This design comes from an exercise in tuning for a short achievable clock period on the open sky130 flow, not from production work.
Only simulation tests tie the RTL to the original design; equivalence was not proved.
The clock port is modelled as an ideal driver, which makes a skipped or thinned clock tree look cheaper than it is; a real chip needs a root buffer or a tree.
Power and IR drop assume default switching activity.

==> inputs of 07-19 <==
## rv_decode_top
module rv_decode_top
(
	input  logic        clk,
	input  logic        rst,
	input  logic        in_valid,
	input  logic [31:0] in_pc,
	input  logic [31:0] in_inst,
	input  logic        wb_en,
	input  logic [4:0]  wb_rd,
	input  logic [31:0] wb_data,
	output logic        out_valid,
	output logic [31:0] out_pc,
	output logic [10:0] out_cls,
	output logic        out_illegal,
	output logic [4:0]  out_rd,
	output logic [9:0]  out_mod,
	output logic [31:0] out_op_a,
	output logic [31:0] out_op_b,
	output logic [31:0] out_store_data
);
	logic        rst_w;
	logic [31:1] w_oh1;
	logic [31:0] w_data1;
	logic [31:0] w_data2;
	always_ff @(posedge clk) begin
		rst_w   <= rst;
		w_data1 <= wb_data;
		w_data2 <= w_data1;
		for (int i = 1; i < 32; i++) begin
			w_oh1[i] <= wb_en && !rst && (wb_rd == i[4:0]);
		end
	end
	logic [31:0] regs [1:31];
	always_ff @(posedge clk) begin
		for (int i = 1; i < 32; i++) begin
			if (rst_w) begin
				regs[i] <= '0;
			end else if (w_oh1[i]) begin
				regs[i] <= w_data1;
			end
		end
	end
	logic [4:0]  rs1_in;
	logic [4:0]  rs2_in;
	logic [6:0]  opcode;
	logic [2:0]  funct3;
	logic [6:0]  funct7;
	rv_decode_pkg::inst_class_t cls;
	logic [9:0]  mod;
	logic [31:0] imm;
	logic        use_imm;
	logic        use_pc;
	logic        use_r1;
	assign rs1_in = in_inst[19:15];
	assign rs2_in = in_inst[24:20];
	assign opcode = in_inst[6:0];
	assign funct3 = in_inst[14:12];
	assign funct7 = in_inst[31:25];
	always_comb begin
		cls = '0;
		case (opcode)
			7'b0110111:       cls.lui       = 1'b1;
			7'b0010111:     cls.auipc     = 1'b1;
			7'b1101111:       cls.jal       = 1'b1;
			7'b1100111:      cls.jalr      = 1'b1;
			7'b1100011:    cls.branch    = 1'b1;
			7'b0000011:      cls.load      = 1'b1;
			7'b0100011:     cls.store     = 1'b1;
			7'b0010011: cls.arlog_imm = 1'b1;
			7'b0110011:     cls.arlog     = 1'b1;
			7'b0001111:  cls.misc_mem  = 1'b1;
			7'b1110011:    cls.system    = 1'b1;
			default:        cls           = '0;
		endcase
	end
	always_comb begin
		mod      = '0;
		mod[2:0] = funct3;
		if (cls.arlog || (cls.arlog_imm && funct3[1:0] == 2'b01)) begin
  ...
clock: 3.8 ns
lec_check: 0
abc_clock_period_in_ps: 1500
cap_margin: 20
core_margin: 2
core_utilization: 38
place_density: 0.55
setup_slack_margin: 2.0
slew_margin: 20
standard.sh (not shown) runs the stock make flow with config.mk's settings and CLKGATE_MAP_FILE= SYNTH_SCRIPT=/design/flow/synth_recipe.tcl, a recipe that flattens the netlist after the stock synthesis.
==> flow/flow/run.sh <==
#!/bin/bash
# Standard ORFS layout, except that the clock tree is built by flow/tree.tcl
# (a balanced two-level tree of clock buffers, hooked in before the CTS step)
# instead of TritonCTS. All of make's output goes to flow_make.log here.
set -euo pipefail
export PRE_CTS_TCL="$PWD/flow/tree.tcl"
export CTREE_CLOCK_PORT=clk
export CTREE_LEAF_MAX=26
export CTREE_ROOTS=4
bash standard.sh finish > flow_make.log 2>&1
==> flow/flow/tree.tcl <==
# Manual clock tree, built before the CTS step: the flip-flops are split by
# recursive bisection of their locations into leaf clusters, each driven by a
# clock buffer at its centroid; the leaf buffers are split the same way into a
# few groups, each driven by a root clock buffer that the clock port feeds.
# Every flip-flop sees the same two buffer levels.

set ctree_leaf_max  [expr {[info exists ::env(CTREE_LEAF_MAX)] ? $::env(CTREE_LEAF_MAX) : 28}]
set ctree_roots     [expr {[info exists ::env(CTREE_ROOTS)] ? $::env(CTREE_ROOTS) : 4}]
set ctree_buf       [expr {[info exists ::env(CTREE_BUF)] ? $::env(CTREE_BUF) : "sky130_fd_sc_hd__clkbuf_16"}]

proc ctree_xy {iterm} {
  set bb [[$iterm getInst] getBBox]
  return [list [expr {([$bb xMin] + [$bb xMax]) / 2}] [expr {([$bb yMin] + [$bb yMax]) / 2}]]
}

# items: list of {x y payload}; returns a list of groups of at most maxn items.
proc ctree_bisect {items maxn} {
  set n [llength $items]
  if {$n <= $maxn} { return [list $items] }
  set xs [lsort -integer [lmap i $items {lindex $i 0}]]
  set ys [lsort -integer [lmap i $items {lindex $i 1}]]
  set dx [expr {[lindex $xs end] - [lindex $xs 0]}]
  set dy [expr {[lindex $ys end] - [lindex $ys 0]}]
  set k [expr {$dx >= $dy ? 0 : 1}]
  set sorted [lsort -integer -index $k $items]
  # Split into power-of-two-ish halves so the groups stay balanced.
  set half [expr {$n / 2}]
  return [concat [ctree_bisect [lrange $sorted 0 [expr {$half - 1}]] $maxn] \
                 [ctree_bisect [lrange $sorted $half end] $maxn]]
}

proc ctree_centroid {items} {
  set sx 0; set sy 0
  foreach i $items { set sx [expr {$sx + [lindex $i 0]}]; set sy [expr {$sy + [lindex $i 1]}] }
  set n [llength $items]
  return [list [expr {$sx / $n}] [expr {$sy / $n}]]
}

proc ctree_make_buf {block master name xy net_in} {
  set inst [odb::dbInst_create $block $master $name]
  set w [[$inst getMaster] getWidth]
  set h [[$inst getMaster] getHeight]
  $inst setLocation [expr {[lindex $xy 0] - $w / 2}] [expr {[lindex $xy 1] - $h / 2}]
  $inst setPlacementStatus PLACED
  set out [odb::dbNet_create $block "${name}_net"]
  $out setSigType CLOCK
  [$inst findITerm A] connect $net_in
  [$inst findITerm X] connect $out
  return [list $inst $out]
}

set block [ord::get_db_block]
set master [[ord::get_db] findMaster $ctree_buf]
set clk_net [[[$block findBTerm $::env(CTREE_CLOCK_PORT)] getNet] getName]
set clk_net [$block findNet $clk_net]

set sinks {}
foreach it [$clk_net getITerms] {
  lappend sinks [concat [ctree_xy $it] [list $it]]
}
puts "ctree: [llength $sinks] sinks on [$clk_net getName]"

set leaves [ctree_bisect $sinks $ctree_leaf_max]
puts "ctree: [llength $leaves] leaf clusters"
set leaf_items {}
set li 0
foreach grp $leaves {
  set xy [ctree_centroid $grp]
  # Temporarily on the clock net; moved under a root below.
  lassign [ctree_make_buf $block $master "ctree_leaf_$li" $xy $clk_net] inst net
  foreach s $grp {
    set it [lindex $s 2]
    $it disconnect
    $it connect $net
  }
  lappend leaf_items [concat $xy [list [$inst findITerm A]]]
  incr li
}

set per_root [expr {int(ceil(double([llength $leaf_items]) / $ctree_roots))}]
set groups [ctree_bisect $leaf_items $per_root]
puts "ctree: [llength $groups] root buffers"
set ri 0
foreach grp $groups {
  set xy [ctree_centroid $grp]
  lassign [ctree_make_buf $block $master "ctree_root_$ri" $xy $clk_net] inst net
  foreach s $grp {
    set it [lindex $s 2]
    $it disconnect
    $it connect $net
  }
  incr ri
}
$clk_net setSigType CLOCK

# The clock tree is in place: the CTS step's own synthesis is skipped.
proc clock_tree_synthesis {args} { puts "ctree: clock_tree_synthesis skipped (manual tree)" }
set_propagated_clock [all_clocks]
==> inputs of 04-13, as changes to 07-19 <==
--- a/flow/design.v
+++ b/flow/design.v
@@ -148,10 +148,12 @@
 	logic [31:0] imm1;
 	logic [4:0]  rs1_1;
 	logic [4:0]  rs2_1;
 	logic [31:1] rs1_oh1;
 	logic [31:1] rs2_oh1;
+	logic [31:1] rs1_ohn1;
+	logic [31:1] rs2_ohn1;
 	logic        use_imm1;
 	logic        use_pc1;
 	logic        use_r1_1;
 	always_ff @(posedge clk) begin
 		if (rst) begin
@@ -171,26 +173,36 @@
 		rs2_1    <= rs2_in;
 		use_imm1 <= use_imm;
 		use_pc1  <= use_pc;
 		use_r1_1 <= use_r1;
 		for (int i = 1; i < 32; i++) begin
-			rs1_oh1[i] <= (rs1_in == i[4:0]);
-			rs2_oh1[i] <= (rs2_in == i[4:0]);
+			rs1_oh1[i]  <= (rs1_in == i[4:0]);
+			rs2_oh1[i]  <= (rs2_in == i[4:0]);
+			rs1_ohn1[i] <= (rs1_in != i[4:0]);
+			rs2_ohn1[i] <= (rs2_in != i[4:0]);
 		end
 	end
-	logic [31:0] rf1_q [0:3];
-	logic [31:0] rf2_q [0:3];
+	logic [31:0] rf1_lo;
+	logic [31:0] rf1_hi;
+	logic [31:0] rf2_lo;
+	logic [31:0] rf2_hi;
 	always_comb begin
-		for (int q = 0; q < 4; q++) begin
-			rf1_q[q] = '0;
-			rf2_q[q] = '0;
-			for (int j = 0; j < 8; j++) begin
-				if (q * 8 + j != 0) begin
-					rf1_q[q] = rf1_q[q] | ({32{rs1_oh1[q * 8 + j]}} & regs[q * 8 + j]);
-					rf2_q[q] = rf2_q[q] | ({32{rs2_oh1[q * 8 + j]}} & regs[q * 8 + j]);
-				end
-			end
+		rf1_lo = '0;
+		rf2_lo = '0;
+		rf1_hi = '0;
+		rf2_hi = '0;
+		for (int i = 1; i < 16; i++) begin
+			rf1_lo[15:0]  = rf1_lo[15:0]  | ({16{rs1_oh1[i]}}   & regs[i][15:0]);
+			rf1_lo[31:16] = rf1_lo[31:16] | ({16{~rs1_ohn1[i]}} & regs[i][31:16]);
+			rf2_lo[15:0]  = rf2_lo[15:0]  | ({16{rs2_oh1[i]}}   & regs[i][15:0]);
+			rf2_lo[31:16] = rf2_lo[31:16] | ({16{~rs2_ohn1[i]}} & regs[i][31:16]);
+		end
+		for (int i = 16; i < 32; i++) begin
+			rf1_hi[15:0]  = rf1_hi[15:0]  | ({16{rs1_oh1[i]}}   & regs[i][15:0]);
+			rf1_hi[31:16] = rf1_hi[31:16] | ({16{~rs1_ohn1[i]}} & regs[i][31:16]);
+			rf2_hi[15:0]  = rf2_hi[15:0]  | ({16{rs2_oh1[i]}}   & regs[i][15:0]);
+			rf2_hi[31:16] = rf2_hi[31:16] | ({16{~rs2_ohn1[i]}} & regs[i][31:16]);
 		end
 	end
 	logic hit1_c0;
 	logic hit2_c0;
 	logic hit1_c1;
@@ -206,12 +218,14 @@
 	logic [4:0]  rd2;
 	logic [9:0]  mod2;
 	logic [31:0] imm2;
 	logic [4:0]  rs1_2;
 	logic [4:0]  rs2_2;
-	logic [31:0] rf1_q2 [0:3];
-	logic [31:0] rf2_q2 [0:3];
+	logic [31:0] rf1_lo2;
+	logic [31:0] rf1_hi2;
+	logic [31:0] rf2_lo2;
+	logic [31:0] rf2_hi2;
 	logic        a_pc2;
 	logic        a_w2;
 	logic        a_v2;
 	logic        a_rf2;
 	logic        b_imm2;
@@ -237,14 +251,14 @@
 		rd2     <= rd1;
 		mod2    <= mod1;
 		imm2    <= imm1;
 		rs1_2   <= rs1_1;
 		rs2_2   <= rs2_1;
-		for (int q = 0; q < 4; q++) begin
-			rf1_q2[q] <= rf1_q[q];
-			rf2_q2[q] <= rf2_q[q];
-		end
+		rf1_lo2 <= rf1_lo;
+		rf1_hi2 <= rf1_hi;
+		rf2_lo2 <= rf2_lo;
+		rf2_hi2 <= rf2_hi;
 		a_pc2   <= use_pc1;
 		a_w2    <= use_r1_1 && hit1_c1;
 		a_v2    <= use_r1_1 && !hit1_c1 && hit1_c0;
 		a_rf2   <= use_r1_1 && !hit1_c1 && !hit1_c0;
 		b_imm2  <= use_imm1;
@@ -262,16 +276,16 @@
 	logic [31:0] s_sel;
 	logic        hit1_c2;
 	logic        hit2_c2;
 	assign a_sel = ({32{a_pc2}} & pc2) | ({32{a_w2}} & w_data1)
 		| ({32{a_v2}} & w_data2)
-		| ({32{a_rf2}} & (rf1_q2[0] | rf1_q2[1] | rf1_q2[2] | rf1_q2[3]));
+		| ({32{a_rf2}} & rf1_lo2) | ({32{a_rf2}} & rf1_hi2);
 	assign b_sel = ({32{b_imm2}} & imm2) | ({32{b_w2}} & w_data1)
 		| ({32{b_v2}} & w_data2)
-		| ({32{b_rf2}} & (rf2_q2[0] | rf2_q2[1] | rf2_q2[2] | rf2_q2[3]));
+		| ({32{b_rf2}} & rf2_lo2) | ({32{b_rf2}} & rf2_hi2);
 	assign s_sel = ({32{s_w2}} & w_data1) | ({32{s_v2}} & w_data2)
-		| ({32{s_rf2}} & (rf2_q2[0] | rf2_q2[1] | rf2_q2[2] | rf2_q2[3]));
+		| ({32{s_rf2}} & rf2_lo2) | ({32{s_rf2}} & rf2_hi2);
 	logic [31:0] wb_fwd;
 	assign hit1_c2 = wb_en && (wb_rd == rs1_2);
 	assign hit2_c2 = wb_en && (wb_rd == rs2_2);
 	assign wb_fwd  = wb_data & {32{wb_rd != '0}};
 	always_ff @(posedge clk) begin
==> flow/flow/run.sh (replaced) <==
#!/bin/bash
# Standard ORFS layout, except that:
#  - the clock tree is built by flow/tree.tcl (a balanced two-level tree of
#    clock buffers, hooked in before the CTS step) instead of TritonCTS;
#  - flow/io.tcl groups the forwarding datapath pins on one edge.
# All of make's output goes to flow_make.log here.
set -euo pipefail
export PRE_CTS_TCL="$PWD/flow/tree.tcl"
export IO_CONSTRAINTS="$PWD/flow/io.tcl"
export CTREE_CLOCK_PORT=clk
export CTREE_LEAF_MAX=26
export CTREE_ROOTS=4
bash standard.sh finish > flow_make.log 2>&1
==> flow/flow/io.tcl (new file) <==
# Forwarding datapath pins together on the top edge, bit by bit, with the
# write-back index in the middle.
set_io_pin_constraint -region top:* -group -order -pin_names {wb_data[0] out_op_a[0] out_op_b[0] out_store_data[0] wb_data[1] out_op_a[1] out_op_b[1] out_store_data[1] wb_data[2] out_op_a[2] out_op_b[2] out_store_data[2] wb_data[3] out_op_a[3] out_op_b[3] out_store_data[3] wb_data[4] out_op_a[4] out_op_b[4] out_store_data[4] wb_data[5] out_op_a[5] out_op_b[5] out_store_data[5] wb_data[6] out_op_a[6] out_op_b[6] out_store_data[6] wb_data[7] out_op_a[7] out_op_b[7] out_store_data[7] wb_data[8] out_op_a[8] out_op_b[8] out_store_data[8] wb_data[9] out_op_a[9] out_op_b[9] out_store_data[9] wb_data[10] out_op_a[10] out_op_b[10] out_store_data[10] wb_data[11] out_op_a[11] out_op_b[11] out_store_data[11] wb_data[12] out_op_a[12] out_op_b[12] out_store_data[12] wb_data[13] out_op_a[13] out_op_b[13] out_store_data[13] wb_data[14] out_op_a[14] out_op_b[14] out_store_data[14] wb_data[15] out_op_a[15] out_op_b[15] out_store_data[15] wb_en wb_rd[0] wb_rd[1] wb_rd[2] wb_rd[3] wb_rd[4] wb_data[16] out_op_a[16] out_op_b[16] out_store_data[16] wb_data[17] out_op_a[17] out_op_b[17] out_store_data[17] wb_data[18] out_op_a[18] out_op_b[18] out_store_data[18] wb_data[19] out_op_a[19] out_op_b[19] out_store_data[19] wb_data[20] out_op_a[20] out_op_b[20] out_store_data[20] wb_data[21] out_op_a[21] out_op_b[21] out_store_data[21] wb_data[22] out_op_a[22] out_op_b[22] out_store_data[22] wb_data[23] out_op_a[23] out_op_b[23] out_store_data[23] wb_data[24] out_op_a[24] out_op_b[24] out_store_data[24] wb_data[25] out_op_a[25] out_op_b[25] out_store_data[25] wb_data[26] out_op_a[26] out_op_b[26] out_store_data[26] wb_data[27] out_op_a[27] out_op_b[27] out_store_data[27] wb_data[28] out_op_a[28] out_op_b[28] out_store_data[28] wb_data[29] out_op_a[29] out_op_b[29] out_store_data[29] wb_data[30] out_op_a[30] out_op_b[30] out_store_data[30] wb_data[31] out_op_a[31] out_op_b[31] out_store_data[31]}
--- a/flow/flow/tree.tcl
+++ b/flow/flow/tree.tcl
@@ -11,24 +11,25 @@
 proc ctree_xy {iterm} {
   set bb [[$iterm getInst] getBBox]
   return [list [expr {([$bb xMin] + [$bb xMax]) / 2}] [expr {([$bb yMin] + [$bb yMax]) / 2}]]
 }
 
-# items: list of {x y payload}; returns a list of groups of at most maxn items.
-proc ctree_bisect {items maxn} {
+# items: list of {x y payload}; returns k groups of near-equal size, split
+# recursively along the longer side of their bounding box.
+proc ctree_split {items k} {
   set n [llength $items]
-  if {$n <= $maxn} { return [list $items] }
+  if {$k <= 1 || $n <= 1} { return [list $items] }
   set xs [lsort -integer [lmap i $items {lindex $i 0}]]
   set ys [lsort -integer [lmap i $items {lindex $i 1}]]
   set dx [expr {[lindex $xs end] - [lindex $xs 0]}]
   set dy [expr {[lindex $ys end] - [lindex $ys 0]}]
-  set k [expr {$dx >= $dy ? 0 : 1}]
-  set sorted [lsort -integer -index $k $items]
-  # Split into power-of-two-ish halves so the groups stay balanced.
-  set half [expr {$n / 2}]
-  return [concat [ctree_bisect [lrange $sorted 0 [expr {$half - 1}]] $maxn] \
-                 [ctree_bisect [lrange $sorted $half end] $maxn]]
+  set axis [expr {$dx >= $dy ? 0 : 1}]
+  set sorted [lsort -integer -index $axis $items]
+  set k1 [expr {$k / 2}]
+  set n1 [expr {int(round(double($n) * $k1 / $k))}]
+  return [concat [ctree_split [lrange $sorted 0 [expr {$n1 - 1}]] $k1] \
+                 [ctree_split [lrange $sorted $n1 end] [expr {$k - $k1}]]]
 }
 
 proc ctree_centroid {items} {
   set sx 0; set sy 0
   foreach i $items { set sx [expr {$sx + [lindex $i 0]}]; set sy [expr {$sy + [lindex $i 1]}] }
@@ -58,11 +59,11 @@
 foreach it [$clk_net getITerms] {
   lappend sinks [concat [ctree_xy $it] [list $it]]
 }
 puts "ctree: [llength $sinks] sinks on [$clk_net getName]"
 
-set leaves [ctree_bisect $sinks $ctree_leaf_max]
+set leaves [ctree_split $sinks [expr {int(ceil(double([llength $sinks]) / $ctree_leaf_max))}]]
 puts "ctree: [llength $leaves] leaf clusters"
 set leaf_items {}
 set li 0
 foreach grp $leaves {
   set xy [ctree_centroid $grp]
@@ -75,12 +76,11 @@
   }
   lappend leaf_items [concat $xy [list [$inst findITerm A]]]
   incr li
 }
 
-set per_root [expr {int(ceil(double([llength $leaf_items]) / $ctree_roots))}]
-set groups [ctree_bisect $leaf_items $per_root]
+set groups [ctree_split $leaf_items $ctree_roots]
 puts "ctree: [llength $groups] root buffers"
 set ri 0
 foreach grp $groups {
   set xy [ctree_centroid $grp]
   lassign [ctree_make_buf $block $master "ctree_root_$ri" $xy $clk_net] inst net
==> summary of the runs <==
Of 04-13 and 07-19, 07-19 has the higher synthesized area (gap 0.83%, measured against 07-19).
Die area: 04-13 is smaller than 07-19 (about 0.8%).
Register-to-register slack: 07-19 is lower than 04-13 (0.11 ns).
Between 04-13 and 07-19, the lower global-route usage is in 07-19 (gap 2.3 points).
In 07-19 the clock skew is lower than in 04-13, by 0.015 ns.
Between 07-19 and 04-13, the lower final cell count is in 07-19 (gap about 1.8%, measured against 04-13).
First-iteration DRC count is about the same in 07-19 and 04-13.
Between 07-19 and 04-13, the lower power is in 04-13 (gap about 14%, measured against 04-13).
In 04-13 the final area is lower than in 07-19, by about 0.8%.
==> figures <==
Outcome: 07-19 complete, no violations; 04-13 complete, no violations
Launch point of the critical path: 07-19 rs2_2[3]; 04-13 rs2_ohn1[22]
Clock transition at the registers of the reported paths: 07-19 0.07 ns; 04-13 0.10 ns
Worst setup slack for register-to-register paths: 07-19 1.74 ns; 04-13 1.86 ns
Post-synthesis compound-gate area fraction: 07-19 0.141; 04-13 0.161
Total nets after synthesis: 07-19 6455; 04-13 6497
Inserted Diodes: 07-19 6; 04-13 12
Parity-gate share of the synthesized area counting xor and xnor cells: 07-19 0.00252; 04-13 0.00267
Combinational power share: 07-19 0.042; 04-13 0.055
Initial cell density of the core: 07-19 0.381; 04-13 0.382
Die Y-Extent: 07-19 421 microns; 04-13 419 microns
Count of sequential standard cells: 07-19 1782; 04-13 1716
Core region area: 07-19 0.173 sq mm; 04-13 0.172 sq mm
Number of logic inverters in the finished layout: 07-19 5; 04-13 161
Pin count of the biggest net entering global routing: 07-19 133; 04-13 131
Max rail drop VDD: 07-19 0.717 mV; 04-13 0.374 mV
Final worst setup slack: 07-19 1.74 ns; 04-13 1.86 ns
Proportion of power drawn by the clock network: 07-19 0.374; 04-13 0.307
Detailed Route WL: 07-19 274000 microns; 04-13 290000 microns
Number of multi-input logic gates: 07-19 3876; 04-13 3881
In every run of this note, the design's own scripts or RTL, not TritonCTS, make the clock network.

-- static timing again, ports no longer ideal --
No port has a modelled driver above. Below, the same layouts with a new extraction and two added sets of constraints.
Step 1 sets driving cells, clkbuf_16 on the clock port and buf_2 on the other inputs (assumed; they add their load-dependent delay and slew).
Step 2 adds t to the input delays and takes it off the output delays; t is the mean of the earliest and latest rising clock arrival at the registers after step 1. Input paths then give back, and output paths get back, about the clock's delay inside the block.
a / b / c = ideal ports / drivers / drivers and shift; a / b = the first two.
| run | t (ns) | setup WS [ns] | worst setup path after step 2 | latest minus earliest clock arrival (ns) | worst data-port slew with drivers (ns) |
|---|---|---|---|---|---|
| 07-19 | 0.847 | 1.743 / 1.675 / 1.049 | input to register | 0.048 / 0.047 | 0.09 |
| 04-13 | 0.717 | 1.858 / 1.819 / 1.376 | input to register | 0.060 / 0.059 | 0.20 |
After both steps setup and hold are still met in every run listed. For 07-19, which loses most, drivers alone change the setup slack by -0.068 ns; drivers and shift together by -0.694 ns.
